From an optimization exercise on the open Yosys and OpenROAD flow, aimed at small area; shortcuts taken in it are not production practice.
In this exercise RTL edits were held to simulation tests only and were not proved equivalent to the original.
Power figures rest on the tool's default switching activity, not on a simulated workload. The flow treats the clock pin as an ideal source, which a real chip does not have.

==> violet: inputs <==
==> flow/design.v <==
package box_overlay_pkg;
    typedef struct packed {
        logic [8-1:0] red;
        logic [8-1:0] green;
        logic [8-1:0] blue;
    } rgb_t;
    typedef struct packed {
        logic vsync;
        logic href;
        logic clken;
        rgb_t pixel;
    } video_beat_t;
    typedef struct packed {
        logic               valid;    
        logic [10-1:0] y_max;
        logic [10-1:0] x_max;
        logic [10-1:0] y_min;
        logic [10-1:0] x_min;   
    } box_rect_t;
    typedef struct packed {
        logic [10-1:0] x;
        logic [10-1:0] y;
    } pixel_pos_t;
endpackage
`timescale 1ns/1ps
module pixel_position
#(
    parameter int H_DISP = 640,
    parameter int V_DISP = 480
)
(
    input  logic                         sys_clk,
    input  logic                         sys_rst_n,
    input  box_overlay_pkg::video_beat_t beat,
    output box_overlay_pkg::pixel_pos_t  pos,
    output box_overlay_pkg::pixel_pos_t  pos_nxt,
    output logic                         x_adv,     
    output logic                         x_clr,     
    output logic                         y_adv,     
    output logic                         y_clr,     
    output logic                         armed
);
    localparam logic [10-1:0] X_LAST = 10'(H_DISP - 1);
    localparam logic [10-1:0] Y_END  = 10'(V_DISP);
    logic x_last;
    assign x_last = (pos.x == X_LAST);
    assign x_adv = beat.vsync && beat.clken && !x_last;
    assign x_clr = !beat.vsync || (beat.clken && x_last);
    assign y_adv = beat.vsync && beat.clken && x_last;
    assign y_clr = !beat.vsync;
    always_comb
    begin
        pos_nxt = pos;
        if (x_clr)
            pos_nxt.x = '0;
        else if (x_adv)
            pos_nxt.x = pos.x + 1'b1;
        if (!beat.vsync)
            pos_nxt.y = '0;
        else if (beat.clken && x_last)
            pos_nxt.y = pos.y + 1'b1;
    end
    always_ff @(posedge sys_clk or negedge sys_rst_n)
    begin
        if (!sys_rst_n)
            pos <= '0;
        else
            pos <= pos_nxt;
    end
    always_ff @(posedge sys_clk or negedge sys_rst_n)
    begin
        if (!sys_rst_n)
            armed <= 1'b0;
        else if (!beat.vsync && pos.y == Y_END && pos.x == '0)
            armed <= 1'b1;
    end
endmodule
`timescale 1ns/1ps
module box_table
(
    input  logic                        sys_clk,
    input  logic                        sys_rst_n,
    input  logic                        cfg_req,
    input  logic [4-1:0]      cfg_addr,
    input  box_overlay_pkg::box_rect_t  cfg_data,
    output logic                        cfg_ack,
    input  box_overlay_pkg::pixel_pos_t pos,
    input  box_overlay_pkg::pixel_pos_t pos_nxt,
    input  logic                        x_adv,
    input  logic                        x_clr,
    input  logic                        y_adv,
    input  logic                        y_clr,
    output logic                        hit
);
    logic                  wr_en;
    logic [3:0]            winit;
    logic [16-1:0] box_hit;
    assign wr_en = cfg_req && !cfg_ack;
    always_ff @(posedge sys_clk or negedge sys_rst_n)
    begin
        if (!sys_rst_n)
            cfg_ack <= 1'b0;
        else
            cfg_ack <= cfg_req;
    end
    function automatic logic gt(input logic [10-1:0] a, input logic [10-1:0] b);
        integer i;
        begin
            gt = 1'b0;
            for (i = 0; i < 10; i = i + 1)
                gt = (a[i] && !b[i]) || ((a[i] || !b[i]) && gt);
        end
    endfunction
    assign winit[0] = gt(pos_nxt.x, cfg_data.x_min) && !gt(pos_nxt.x, cfg_data.x_max);
    assign winit[1] = gt(pos_nxt.y, cfg_data.y_min) && !gt(pos_nxt.y, cfg_data.y_max);
    assign winit[2] = cfg_data.valid && gt(cfg_data.x_max, cfg_data.x_min);
    assign winit[3] = cfg_data.valid && gt(cfg_data.y_max, cfg_data.y_min);
    for (genvar i = 0; i < 16; i++)
    begin : g_slot
        box_edge_detect u_slot
        (
            .sys_clk   (sys_clk),
            .sys_rst_n (sys_rst_n),
            .we        (wr_en && cfg_addr == i),
            .wdata     (cfg_data),
            .winit     (winit),
            .pos       (pos),
            .x_adv     (x_adv),
            .x_clr     (x_clr),
            .y_adv     (y_adv),
            .y_clr     (y_clr),
            .hit       (box_hit[i])
        );
    end
    assign hit = |box_hit;
endmodule
`timescale 1ns/1ps
module box_edge_detect
(
    input  logic                        sys_clk,
    input  logic                        sys_rst_n,
    input  logic                        we,
    input  box_overlay_pkg::box_rect_t  wdata,
    input  logic [3:0]                  winit,     
    input  box_overlay_pkg::pixel_pos_t pos,
    input  logic                        x_adv,
    input  logic                        x_clr,
    input  logic                        y_adv,
    input  logic                        y_clr,
    output logic                        hit
);
    logic [10-1:0] x_min;
    logic [10-1:0] y_min;
    logic [10-1:0] x_max;
    logic [10-1:0] y_max;
    logic                hx;
    logic                hy;
    logic                fx;
    logic                fy;
    logic                ex_min;
    logic                ex_max;
    logic                ey_min;
    logic                ey_max;
    assign ex_min = (pos.x == x_min);
    assign ex_max = (pos.x == x_max);
    assign ey_min = (pos.y == y_min);
    assign ey_max = (pos.y == y_max);
    assign hit    = (hx && (ey_min || ey_max) && fx && !ex_max) ||
                    (hy && (ex_min || ex_max) && fy && !ey_max);
    always_ff @(posedge sys_clk or negedge sys_rst_n)
    begin
        if (!sys_rst_n)
        begin
            hx <= 1'b0;
            hy <= 1'b0;
        end
        else if (we)
        begin
            hx <= winit[2];
            hy <= winit[3];
        end
    end
    always_ff @(posedge sys_clk)
    begin
        if (we)
        begin
            x_min <= wdata.x_min;
            y_min <= wdata.y_min;
            x_max <= wdata.x_max;
            y_max <= wdata.y_max;
        end
    end
    always_ff @(posedge sys_clk)
    begin
        if (we)
        begin
            fx <= winit[0];
            fy <= winit[1];
        end
        else
        begin
            fx <= !x_clr && (x_adv ? ((fx && !ex_max) || ex_min) : fx);
            fy <= !y_clr && (y_adv ? ((fy && !ey_max) || ey_min) : fy);
        end
    end
endmodule
`timescale 1ns/1ps
module overlay_mixer
(
    input  logic                         sys_clk,
    input  logic                         sys_rst_n,
    input  box_overlay_pkg::video_beat_t beat,
    input  logic                         hit_c,
    input  logic                         armed,
    output box_overlay_pkg::video_beat_t post
);
    localparam logic [3*8-1:0] MARK = {8'(255), 8'(0),
                                            8'(0)};
    box_overlay_pkg::video_beat_t beat_d;
    logic                         hit;
    logic                         full;
    always_ff @(posedge sys_clk or negedge sys_rst_n)
    begin
        if (!sys_rst_n)
            full <= 1'b0;
        else
            full <= 1'b1;
    end
    always_ff @(posedge sys_clk)
    begin
        beat_d <= beat;
        hit    <= hit_c;
    end
    always_ff @(posedge sys_clk or negedge sys_rst_n)
    begin
        if (!sys_rst_n)
        begin
            post <= '0;
        end
        else
        begin
            post.vsync <= armed && beat_d.vsync;
            post.href  <= armed && beat_d.href;
            post.clken <= armed && beat_d.clken;
            if (armed && hit)
                post.pixel <= MARK;
            else if (full)
                post.pixel <= beat_d.pixel;
            else
                post.pixel <= '0;
        end
    end
endmodule
`timescale 1ns/1ps
module box_overlay_top
#(
    parameter int H_DISP = 640,
    parameter int V_DISP = 480
)
(
    input  logic                         sys_clk,
    input  logic                         sys_rst_n,
    input  logic [3*8+2:0]          per,         
    input  logic                         cfg_req,
    input  logic [4-1:0]       cfg_addr,
    input  logic [(4*10+1)-1:0]            cfg_data,    
    output logic                         cfg_ack,
    output logic [3*8+2:0]          post         
);
    box_overlay_pkg::pixel_pos_t  pos;
    box_overlay_pkg::pixel_pos_t  pos_nxt;
    logic                         x_adv;
    logic                         x_clr;
    logic                         y_adv;
    logic                         y_clr;
    logic                         armed;
    logic                         hit_c;
    pixel_position
    #(
        .H_DISP (H_DISP),
        .V_DISP (V_DISP)
    )
    u_pixel_position
    (
        .sys_clk   (sys_clk),
        .sys_rst_n (sys_rst_n),
        .beat      (per),
        .pos       (pos),
        .pos_nxt   (pos_nxt),
        .x_adv     (x_adv),
        .x_clr     (x_clr),
        .y_adv     (y_adv),
        .y_clr     (y_clr),
        .armed     (armed)
    );
    box_table u_box_table
    (
        .sys_clk   (sys_clk),
        .sys_rst_n (sys_rst_n),
        .cfg_req   (cfg_req),
        .cfg_addr  (cfg_addr),
        .cfg_data  (cfg_data),
        .cfg_ack   (cfg_ack),
        .pos       (pos),
        .pos_nxt   (pos_nxt),
        .x_adv     (x_adv),
        .x_clr     (x_clr),
        .y_adv     (y_adv),
        .y_clr     (y_clr),
        .hit       (hit_c)
    );
    overlay_mixer u_overlay_mixer
    (
        .sys_clk   (sys_clk),
        .sys_rst_n (sys_rst_n),
        .beat      (per),
        .hit_c     (hit_c),
        .armed     (armed),
        .post      (post)
    );
endmodule
==> flow/flow/run.sh <==
#!/bin/bash
# The standard layout (the standard.sh, standard synthesis unchanged) with two
# changes: the port buffers are the smallest buffer, and clock tree synthesis adds
# no dummy loads. Each port still gets its own buffer.
set -euo pipefail
export BUFFER_PORTS_ARGS="-buffer_cell sky130_fd_sc_hd__buf_1"
export CTS_ARGS="-sink_clustering_enable -repair_clock_nets -dont_use_dummy_load -buf_list sky130_fd_sc_hd__clkbuf_16 -sink_clustering_size 30 -sink_clustering_max_diameter 90"
bash standard.sh > standard.log 2>&1
==> flow/standard.sh <==
#!/bin/bash
# synth_recipe.tcl (not shown) runs the flow's synth.tcl, then flattens the netlist and writes it again
# the make line also repeats each setting of config.mk as NAME=value (left out here)
make -C /OpenROAD-flow-scripts/flow DESIGN_CONFIG=/design/flow/config.mk WORK_HOME=/design/flow/orfs CLKGATE_MAP_FILE= SYNTH_SCRIPT=/design/flow/synth_recipe.tcl "${@:-finish}"
==> flow/config.mk <==
export PLATFORM = sky130hd
export DESIGN_NAME = box_overlay_top
export DESIGN_NICKNAME = box_overlay_top
export VERILOG_FILES = /design/flow/design.v
export SDC_FILE = /design/flow/constraint.sdc
export NUM_CORES = 4
export LEC_CHECK = 0
export CAP_MARGIN = 10
export CORE_MARGIN = 2
export CORE_UTILIZATION = 75
export SLEW_MARGIN = 10
==> flow/constraint.sdc <==
create_clock -name core_clock -period 5.0 [get_ports {sys_clk}]
set_input_delay 1.0000 -clock core_clock [delete_from_list [all_inputs] [get_ports {sys_clk}]]
set_output_delay 1.0000 -clock core_clock [all_outputs]
set_load 0.01 [all_outputs]
==> umber (differences from violet) <==
==> flow/design.v, changed modules only <==
module pixel_position
#(
    parameter int H_DISP = 640,
    parameter int V_DISP = 480
)
(
    input  logic                         sys_clk,
    input  logic                         sys_rst_n,
    input  box_overlay_pkg::video_beat_t beat,
    output box_overlay_pkg::pixel_pos_t  pos,
    output box_overlay_pkg::pixel_pos_t  pos_nxt,
    output logic                         x_adv,     
    output logic                         x_clr,     
    output logic                         y_adv,     
    output logic                         y_clr,     
    output logic                         armed
);
    localparam logic [10-1:0] X_LAST = 10'(H_DISP - 1);
    localparam logic [10-1:0] Y_END  = 10'(V_DISP);
    logic x_last;
    logic y_last;
    assign x_last = (pos.x == X_LAST);
    assign y_last = &pos.y;
    assign x_adv = beat.vsync && beat.clken && !x_last;
    assign x_clr = !beat.vsync || (beat.clken && x_last);
    assign y_adv = beat.vsync && beat.clken && x_last && !y_last;
    assign y_clr = !beat.vsync || (beat.clken && x_last && y_last);
    always_comb
    begin
        pos_nxt = pos;
        if (x_clr)
            pos_nxt.x = '0;
        else if (x_adv)
            pos_nxt.x = pos.x + 1'b1;
        if (!beat.vsync)
            pos_nxt.y = '0;
        else if (beat.clken && x_last)
            pos_nxt.y = pos.y + 1'b1;
    end
    always_ff @(posedge sys_clk or negedge sys_rst_n)
    begin
        if (!sys_rst_n)
            pos <= '0;
        else
            pos <= pos_nxt;
    end
    always_ff @(posedge sys_clk or negedge sys_rst_n)
    begin
        if (!sys_rst_n)
            armed <= 1'b0;
        else if (!beat.vsync && pos.y == Y_END && pos.x == '0)
            armed <= 1'b1;
    end
endmodule
module box_table
(
    input  logic                        sys_clk,
    input  logic                        sys_rst_n,
    input  logic                        cfg_req,
    input  logic [4-1:0]      cfg_addr,
    input  box_overlay_pkg::box_rect_t  cfg_data,
    output logic                        cfg_ack,
    input  box_overlay_pkg::pixel_pos_t pos,
    input  box_overlay_pkg::pixel_pos_t pos_nxt,
    input  logic                        x_adv,
    input  logic                        x_clr,
    input  logic                        y_adv,
    input  logic                        y_clr,
    output logic                        hit
);
    logic                  wr_en;
    logic [3:0]            wpast;
    logic [16-1:0] box_hit;
    assign wr_en = cfg_req && !cfg_ack;
    always_ff @(posedge sys_clk or negedge sys_rst_n)
    begin
        if (!sys_rst_n)
            cfg_ack <= 1'b0;
        else
            cfg_ack <= cfg_req;
    end
    assign wpast[0] = pos_nxt.x > cfg_data.x_min;
    assign wpast[1] = pos_nxt.y > cfg_data.y_min;
    assign wpast[2] = pos_nxt.x > cfg_data.x_max;
    assign wpast[3] = pos_nxt.y > cfg_data.y_max;
    for (genvar i = 0; i < 16; i++)
    begin : g_slot
        box_edge_detect u_slot
        (
            .sys_clk   (sys_clk),
            .sys_rst_n (sys_rst_n),
            .we        (wr_en && cfg_addr == i),
            .wdata     (cfg_data),
            .wpast     (wpast),
            .pos       (pos),
            .x_adv     (x_adv),
            .x_clr     (x_clr),
            .y_adv     (y_adv),
            .y_clr     (y_clr),
            .hit       (box_hit[i])
        );
    end
    assign hit = |box_hit;
endmodule
module box_edge_detect
(
    input  logic                        sys_clk,
    input  logic                        sys_rst_n,
    input  logic                        we,
    input  box_overlay_pkg::box_rect_t  wdata,
    input  logic [3:0]                  wpast,     
    input  box_overlay_pkg::pixel_pos_t pos,
    input  logic                        x_adv,
    input  logic                        x_clr,
    input  logic                        y_adv,
    input  logic                        y_clr,
    output logic                        hit
);
    logic                valid;
    logic [10-1:0] x_min;
    logic [10-1:0] y_min;
    logic [10-1:0] x_max;
    logic [10-1:0] y_max;
    logic                gx_min;
    logic                gx_max;
    logic                gy_min;
    logic                gy_max;
    logic                ex_min;
    logic                ex_max;
    logic                ey_min;
    logic                ey_max;
    logic                in_x;
    logic                in_y;
    assign ex_min = (pos.x == x_min);
    assign ex_max = (pos.x == x_max);
    assign ey_min = (pos.y == y_min);
    assign ey_max = (pos.y == y_max);
    assign in_x   = gx_min && !gx_max && !ex_max;
    assign in_y   = gy_min && !gy_max && !ey_max;
    assign hit    = valid && (((ey_min || ey_max) && in_x) || ((ex_min || ex_max) && in_y));
    always_ff @(posedge sys_clk or negedge sys_rst_n)
    begin
        if (!sys_rst_n)
            valid <= 1'b0;
        else if (we)
            valid <= wdata.valid;
    end
    always_ff @(posedge sys_clk)
    begin
        if (we)
        begin
            x_min <= wdata.x_min;
            y_min <= wdata.y_min;
            x_max <= wdata.x_max;
            y_max <= wdata.y_max;
        end
    end
    always_ff @(posedge sys_clk)
    begin
        if (we)
        begin
            {gy_max, gx_max, gy_min, gx_min} <= wpast;
        end
        else
        begin
            gx_min <= !x_clr && (gx_min || (x_adv && ex_min));
            gx_max <= !x_clr && (gx_max || (x_adv && ex_max));
            gy_min <= !y_clr && (gy_min || (y_adv && ey_min));
            gy_max <= !y_clr && (gy_max || (y_adv && ey_max));
        end
    end
endmodule
module overlay_mixer
(
    input  logic                         sys_clk,
    input  logic                         sys_rst_n,
    input  box_overlay_pkg::video_beat_t beat,
    input  logic                         hit_c,
    input  logic                         armed,
    output box_overlay_pkg::video_beat_t post
);
    localparam logic [3*8-1:0] MARK = {8'(255), 8'(0),
                                            8'(0)};
    box_overlay_pkg::video_beat_t beat_d;
    logic                         hit;
    always_ff @(posedge sys_clk or negedge sys_rst_n)
    begin
        if (!sys_rst_n)
        begin
            beat_d <= '0;
            hit    <= 1'b0;
        end
        else
        begin
            beat_d <= beat;
            hit    <= hit_c;
        end
    end
    always_ff @(posedge sys_clk or negedge sys_rst_n)
    begin
        if (!sys_rst_n)
        begin
            post <= '0;
        end
        else
        begin
            post.vsync <= armed && beat_d.vsync;
            post.href  <= armed && beat_d.href;
            post.clken <= armed && beat_d.clken;
            if (armed && hit)
                post.pixel <= MARK;
            else
                post.pixel <= beat_d.pixel;
        end
    end
endmodule
==> flow/run.sh (new file) <==
#!/bin/bash
# synth_recipe.tcl (not shown) runs the flow's synth.tcl, then flattens the netlist and writes it again
# the make line also repeats each setting of config.mk as NAME=value (left out here)
make -C /OpenROAD-flow-scripts/flow DESIGN_CONFIG=/design/flow/config.mk WORK_HOME=/design/flow/orfs CLKGATE_MAP_FILE= SYNTH_SCRIPT=/design/flow/synth_recipe.tcl finish
CAP_MARGIN = 20   (was 10)
CORE_UTILIZATION = 40   (was 75)
SLEW_MARGIN = 20   (was 10)
removed: flow/flow/run.sh
removed: flow/standard.sh
==> ember (differences from violet) <==
--- a/flow/design.v
+++ b/flow/design.v
@@ -44,9 +44,11 @@
     localparam logic [10-1:0] Y_END  = 10'(V_DISP);
     logic x_last;
+    logic y_last;
     assign x_last = (pos.x == X_LAST);
+    assign y_last = &pos.y;
     assign x_adv = beat.vsync && beat.clken && !x_last;
     assign x_clr = !beat.vsync || (beat.clken && x_last);
-    assign y_adv = beat.vsync && beat.clken && x_last;
-    assign y_clr = !beat.vsync;
+    assign y_adv = beat.vsync && beat.clken && x_last && !y_last;
+    assign y_clr = !beat.vsync || (beat.clken && x_last && y_last);
     always_comb
     begin
==> flow/flow/run.sh (replaced) <==
#!/bin/bash
# The standard layout (the standard.sh, standard synthesis unchanged) with two
# changes: the port buffers are the smallest buffer, and clock tree synthesis adds
# no dummy loads. Each port still gets its own buffer.
set -euo pipefail
export BUFFER_PORTS_ARGS="-buffer_cell sky130_fd_sc_hd__buf_1"
export CTS_ARGS="-sink_clustering_enable -repair_clock_nets -dont_use_dummy_load -buf_list sky130_fd_sc_hd__clkbuf_8 -sink_clustering_size 18 -sink_clustering_max_diameter 50"
bash standard.sh > standard.log 2>&1
CAP_MARGIN = 20   (was 10)
GPL_TIMING_DRIVEN = 0   (was not set)
SLEW_MARGIN = 20   (was 10)
==> impl_metrics.yaml <==
cells_and_area:
  diodes: 1
  n_clock_buffer: 111
  clock_area_frac: 0.0679
  finish.instance_area_um2: 39900
synthesis:
  ys_seq_area_frac: 0.659
  synth-simple-area-share: 0.0927
  syn_nets: 2538
sta:
  skew_ns: 0.0243
  max_slew_margin: 0.155
setup_path:
  path_max_fanout: 32
  crit_arrival_ns: 4.61
placed_design:
  dp.cells: 3661
floorplan:
  coreArea_um2: 85500
  dieArea_um2: 89000
run_status:
  status: "finished clean"
-- figures above: umber

==> impl_metrics.yaml <==
cells_and_area:
  diodes: 2
  finish.instance_area_um2: 35600
synthesis:
  syn_nets: 2436
  ys_seq_area_frac: 0.675
  synth-simple-area-share: 0.0843
run_status:
  status: "finished clean"
power:
  leakagePower_nw: 12.0
setup_path:
  path_max_fanout: 17
  crit_arrival_ns: 4.46
floorplan:
  dieArea_um2: 46100
  coreArea_um2: 44000
  nWellTaps: 592
sta:
  max_slew_margin: 0.229
-- figures above: violet

==> impl_metrics.yaml <==
cells_and_area:
  n_clock_buffer: 55
  diodes: 0
  finish.instance_area_um2: 36100
synthesis:
  synth-simple-area-share: 0.0753
  ys_seq_area_frac: 0.672
  syn_nets: 2413
placed_design:
  dp.cells: 3059
floorplan:
  coreArea_um2: 44100
setup_path:
  path_max_fanout: 10
  crit_arrival_ns: 5.12
run_status:
  status: "finished clean"
sta:
  skew_ns: 0.0836
  max_slew_margin: 0.104
-- figures above: ember

==> afterwards: timing with drivers on the ports <==
No port has a modelled driver above. Below, the same layouts with a new extraction and two added sets of constraints. Step 1, drivers: a clkbuf_16 drives sys_clk and a buf_2 each remaining input, both assumed. Step 2 also shifts input and output timing later by t, the mid clock arrival at the registers, as if the neighbouring blocks saw the same clock. Slacks: no drivers / after step 1 / after step 2; pairs: no drivers / after step 1.
run	shift t [ns]	setup slack, ns	slew at the worst register clock pin (ns)
violet	0.679	1.006 / 1.006 / 0.731	0.12 / 0.12
umber	0.686	0.888 / 0.888 / 0.295	0.06 / 0.06
ember	0.744	0.478 / 0.478 / 0.043	0.12 / 0.12
After both steps setup and hold are still met in every run listed. The setup slack of umber, which loses most, moves by 0.000 ns with the drivers and by -0.593 ns with both steps.
